Source: an optimization exercise on an open RTL-to-GDS flow (aim: a short achievable clock period and few clock cycles per item). Production flows keep margins and buffers that such runs may drop.
Function was checked by simulation only, so behaviour that the tests miss may differ from the original.
No driver is modelled on the clock port, so clocking that relies on it looks cheaper here than on a real chip.
Power and IR drop assume default switching activity.

## orange
==> module lkvc_store, before the edit <==
module lkvc_store
(
    input  logic        clk,
    input  logic        rst_n,
    input  logic        cfg_we,
    input  logic [4:0]  cfg_data,
    input  logic        a_valid,
    input  logic        a_type,
    input  logic [31:0] a_key,
    input  logic [31:0] a_val,
    input  logic [31:0] in_key,
    output logic        r_valid,
    output logic        res_hit,
    output logic        res_ev,
    output logic        res_get,
    output logic [31:0] res_data
);
    localparam int N = lkvc_pkg::ENTRIES_DEF;
    logic [31:0]  key_q [N];
    logic [31:0]  val_q [N];
    logic [N-1:0] vld_q;
    logic [N-1:0] lru_q;
    logic [N-1:0] lru_ek_q;    
    logic [N-1:0] ins_q;
    logic         full_q;
    logic [4:0]   cap_q;
    logic [N-1:0] capoh_q;
    logic [N*N-1:0] rec;      
    logic         c_valid;
    logic         c_put;
    logic         c_get;
    logic [31:0]  c_key;
    logic [31:0]  c_val;
    logic [N-1:0] c_eq;
    logic         c_eqp;
    logic         a_eq1;      
    logic         a_eq2;      
    logic         a_eq3;      
    logic [7:0]   a_pm [N];   
    logic [N-1:0] w_ins_d;    
    logic         c_any;
    logic         c_eqsel;
    logic         ins_any_q;
    logic [N-1:0] w_ins;
    logic [N-1:0] w_vwe;
    logic [31:0]  w_key;
    logic [31:0]  w_val;
    logic [N-1:0] r_mg;
    logic         r_getmiss;
    logic         r_evict;
    logic [31:0]  r_ek;
    logic [N-1:0] eq_a;
    logic         any_a;
    logic         eqsel_a;
    logic [N-1:0] sel;
    always_comb
    begin
        for (int i = 0; i < N; i++)
        begin
            eq_a[i] = vld_q[i] && (w_ins[i] ? a_eq2 : (w_ins_d[i] ? a_eq3 : (&a_pm[i])));
        end
    end
    assign any_a   = |eq_a;
    assign eqsel_a = |(eq_a & sel);
    always_ff @(posedge clk or negedge rst_n)
    begin
        if (!rst_n)
        begin
            c_valid <= 1'b0;
            c_put   <= 1'b0;
            c_get   <= 1'b0;
        end
        else
        begin
            c_valid <= a_valid;
            c_put   <= a_valid && (a_type == lkvc_pkg::REQ_PUT);
            c_get   <= a_valid && (a_type == lkvc_pkg::REQ_GET);
        end
    end
    always_ff @(posedge clk)
    begin
        c_eq    <= a_valid ? eq_a : '0;
        c_eqp   <= a_valid && a_eq1;
        c_any   <= a_valid && any_a;
        c_eqsel <= eqsel_a;
    end
    always_ff @(posedge clk)
    begin
        a_eq1   <= (in_key == a_key);
        a_eq2   <= (in_key == c_key);
        a_eq3   <= (in_key == w_key);
        w_ins_d <= w_ins;
        for (int i = 0; i < N; i++)
        begin
            for (int k = 0; k < 8; k++)
            begin
                a_pm[i][k] <= (in_key[4*k +: 4] == key_q[i][4*k +: 4]);
            end
        end
        c_key <= a_key;
        c_val <= a_val;
    end
    logic [N-1:0] m;
    logic         hit;
    logic         hit_lru;
    logic [N-1:0] free_oh;
    logic         insert;
    logic         insert_nf;
    logic         evict;
    logic [N-1:0] ins;
    logic [N-1:0] touched;
    logic         touch_lru;
    logic [N-1:0] l2;
    logic [N-1:0] l2x;
    logic [N-1:0] lru_keep;
    logic         n0;
    logic         n1;
    logic         full_same;
    logic         full_inc;
    logic [31:0]  ek_raw;
    assign m       = (c_eq & ~ins_q) | (ins_q & {N{c_eqp}});
    assign hit     = ins_any_q ? ((c_any && !c_eqsel) || c_eqp) : c_any;
    assign hit_lru = |(m & lru_q);
    assign free_oh = vld_q ^ {vld_q[N-2:0], 1'b1};
    assign sel     = full_q ? lru_q : free_oh;
    assign insert    = c_put && !hit;
    assign insert_nf = insert && !full_q;
    assign evict     = insert && full_q;
    assign ins       = {N{insert}} & sel;
    assign touched   = m | ins;
    assign touch_lru = hit_lru || evict;
    assign n0 = !vld_q[0];
    assign n1 = vld_q[0] && !vld_q[1];
    always_comb
    begin
        for (int j = 0; j < N; j++)
        begin
            l2[j] = vld_q[j] && !lru_q[j];
            for (int i = 0; i < N; i++)
            begin
                if (i != j)
                begin
                    l2[j] = l2[j] && (!vld_q[i] || lru_q[i] || rec[i*N+j]);
                end
            end
        end
    end
    assign l2x      = l2 | (lru_q & {N{n1}});
    assign lru_keep = (n0 && c_put) ? free_oh : lru_q;
    assign full_same = |(vld_q & capoh_q);
    assign full_inc  = capoh_q[0] | (|(vld_q[N-2:0] & capoh_q[N-1:1]));
    always_comb
    begin
        ek_raw = '0;
        for (int i = 0; i < N; i++)
        begin
            ek_raw = ek_raw | (key_q[i] & {32{lru_ek_q[i]}});
        end
        if (|(w_ins & lru_ek_q))
        begin
            ek_raw = w_key;
        end
    end
    always_ff @(posedge clk or negedge rst_n)
    begin
        if (!rst_n)
        begin
            vld_q <= '0;
            cap_q <= lkvc_pkg::CAP_RESET;
        end
        else
        begin
            if (cfg_we)
            begin
                cap_q <= cfg_data;
            end
            if (insert_nf)
            begin
                vld_q <= {vld_q[N-2:0], 1'b1};
            end
        end
    end
    always_ff @(posedge clk)
    begin
        for (int k = 0; k < N; k++)
        begin
            capoh_q[k] <= (cap_q == 5'd0) ? (k == 0) :
                          ((cap_q > 5'(N)) ? (k == N - 1) : (cap_q == 5'(k + 1)));
        end
        ins_q     <= ins & {N{a_valid}};
        ins_any_q <= insert && a_valid;
        lru_q     <= touch_lru ? l2x : lru_keep;
        lru_ek_q  <= (touch_lru ? l2x : lru_keep) & {N{a_valid}};
        full_q    <= insert_nf ? full_inc : full_same;
    end
    genvar gi;
    genvar gj;
    generate
        for (gi = 0; gi < N; gi++)
        begin : g_row
            for (gj = 0; gj < N; gj++)
            begin : g_col
                if (gi < gj)
                begin : g_age
                    logic u;
                    always_ff @(posedge clk)
                    begin
                        u <= touched[gi] | (u & ~touched[gj]);
                    end
                    assign rec[gi*N+gj] = u;
                    assign rec[gj*N+gi] = ~u;
                end
            end
            assign rec[gi*N+gi] = 1'b0;
        end
    endgenerate
    always_ff @(posedge clk)
    begin
        w_ins <= ins;
        w_vwe <= (m & {N{c_put}}) | ins;
        w_key <= c_key;
        w_val <= c_val;
    end
    always_ff @(posedge clk)
    begin
        for (int i = 0; i < N; i++)
        begin
            if (w_ins[i])
            begin
                key_q[i] <= w_key;
            end
            if (w_vwe[i])
            begin
                val_q[i] <= w_val;
            end
        end
    end
    always_ff @(posedge clk or negedge rst_n)
    begin
        if (!rst_n)
        begin
            r_valid <= 1'b0;
        end
        else
        begin
            r_valid <= c_valid;
        end
    end
    always_ff @(posedge clk)
    begin
        res_hit   <= hit;
        res_get   <= c_get;
        r_mg      <= c_get ? m : '0;
        r_getmiss <= c_get && !hit;
        r_evict   <= evict;
        r_ek      <= ek_raw;
    end
    assign res_ev = r_evict;
    always_comb
    begin
        res_data = {32{r_getmiss}} | (r_ek & {32{r_evict}});
        for (int i = 0; i < N; i++)
        begin
            res_data = res_data | (val_q[i] & {32{r_mg[i]}});
        end
    end
endmodule
clock: 8.0 ns
lec_check: 0
abc_clock_period_in_ps: 2000
cap_margin: 20
core_margin: 2
core_utilization: 55
cts_cluster_diameter: 80
cts_cluster_size: 25
slew_margin: 20
standard.sh (not shown) runs the stock make flow with config.mk's settings and CLKGATE_MAP_FILE= SYNTH_SCRIPT=/design/flow/synth_recipe.tcl, a recipe that flattens the netlist after the stock synthesis.
==> flow/flow/run.sh <==
#!/bin/bash
set -euo pipefail
bash standard.sh SETUP_SLACK_MARGIN=5.6 PRE_CTS_TCL="$PWD/flow/clk_root.tcl" finish > standard_make.log 2>&1
Other scripts of this flow, unchanged in this note and not shown: flow/flow/clk_root.tcl
Testbench counts of orange, summed over its fixed seeds: cycles 12,032, items 12,000.
Inputs modified between orange and purple:
diff --git a/flow/design.v b/flow/design.v
--- a/flow/design.v
+++ b/flow/design.v
@@ -185,15 +185,12 @@
     logic [31:0]  c_key;
     logic [31:0]  c_val;
     logic [N-1:0] c_eq;
     logic         c_eqp;
     logic         a_eq1;      
     logic         a_eq2;      
-    logic         a_eq3;      
-    logic [7:0]   a_pm [N];   
-    logic [N-1:0] w_ins_d;    
     logic         c_any;
     logic         c_eqsel;
     logic         ins_any_q;
     logic [N-1:0] w_ins;
     logic [N-1:0] w_vwe;
     logic [31:0]  w_key;
@@ -207,13 +204,13 @@
     logic         eqsel_a;
     logic [N-1:0] sel;
     always_comb
     begin
         for (int i = 0; i < N; i++)
         begin
-            eq_a[i] = vld_q[i] && (w_ins[i] ? a_eq2 : (w_ins_d[i] ? a_eq3 : (&a_pm[i])));
+            eq_a[i] = vld_q[i] && (w_ins[i] ? a_eq2 : (a_key == key_q[i]));
         end
     end
     assign any_a   = |eq_a;
     assign eqsel_a = |(eq_a & sel);
     always_ff @(posedge clk or negedge rst_n)
     begin
@@ -236,23 +233,14 @@
         c_eqp   <= a_valid && a_eq1;
         c_any   <= a_valid && any_a;
         c_eqsel <= eqsel_a;
     end
     always_ff @(posedge clk)
     begin
-        a_eq1   <= (in_key == a_key);
-        a_eq2   <= (in_key == c_key);
-        a_eq3   <= (in_key == w_key);
-        w_ins_d <= w_ins;
-        for (int i = 0; i < N; i++)
-        begin
-            for (int k = 0; k < 8; k++)
-            begin
-                a_pm[i][k] <= (in_key[4*k +: 4] == key_q[i][4*k +: 4]);
-            end
-        end
+        a_eq1 <= (in_key == a_key);
+        a_eq2 <= (in_key == c_key);
         c_key <= a_key;
         c_val <= a_val;
     end
     logic [N-1:0] m;
     logic         hit;
     logic         hit_lru;
==> run notes <==
- Sequential share of layout area in purple vs orange: down 2.3 points
- Minimum setup slack in the final design was lower in the run labelled purple.
- The power after layout of purple falls short of that of orange by 5.4%.
- Summary: with orange as the reference, cell internal power dissipation in purple moved down by a little under 10%.
- Going from orange to purple, initial antenna violation count grows by 14.
- purple — slew at the pin with the worst max-slew slack 0.057 ns higher, orange as reference
- purple drops more vias than orange.
- Diff orange -> purple: die footprint went down; final-layout worst hold slack has decreased.
- Going from orange to purple, design area now sits lower, global routing met1 resource utilization went up.
Testbench counts of purple, summed over its fixed seeds: cycles 12,032, items 12,000.

## static timing again, ports no longer ideal
No port has a modelled driver above. Below, the same layouts with a new extraction and two added sets of constraints. Step 1 assumes that a clkbuf_16 drives the clock port and a buf_2 every other input. Step 2, shift: input delay + t, output delay - t, t = (earliest + latest rising clock arrival at the registers) / 2. This alone moves slack from input paths to output paths. Three values: ideal, step 1, step 2; two values: the first two.
run | t, ns | slack for setup (ns) | pins driven straight from the clock port
orange | 0.764 | 5.327 / 5.155 / 4.986 | 4
purple | 0.772 | 5.319 / 5.146 / 4.884 | 4
After both steps setup and hold are still met in every run listed. For purple, which loses most, drivers alone change the setup slack by -0.173 ns; drivers and shift together by -0.435 ns.
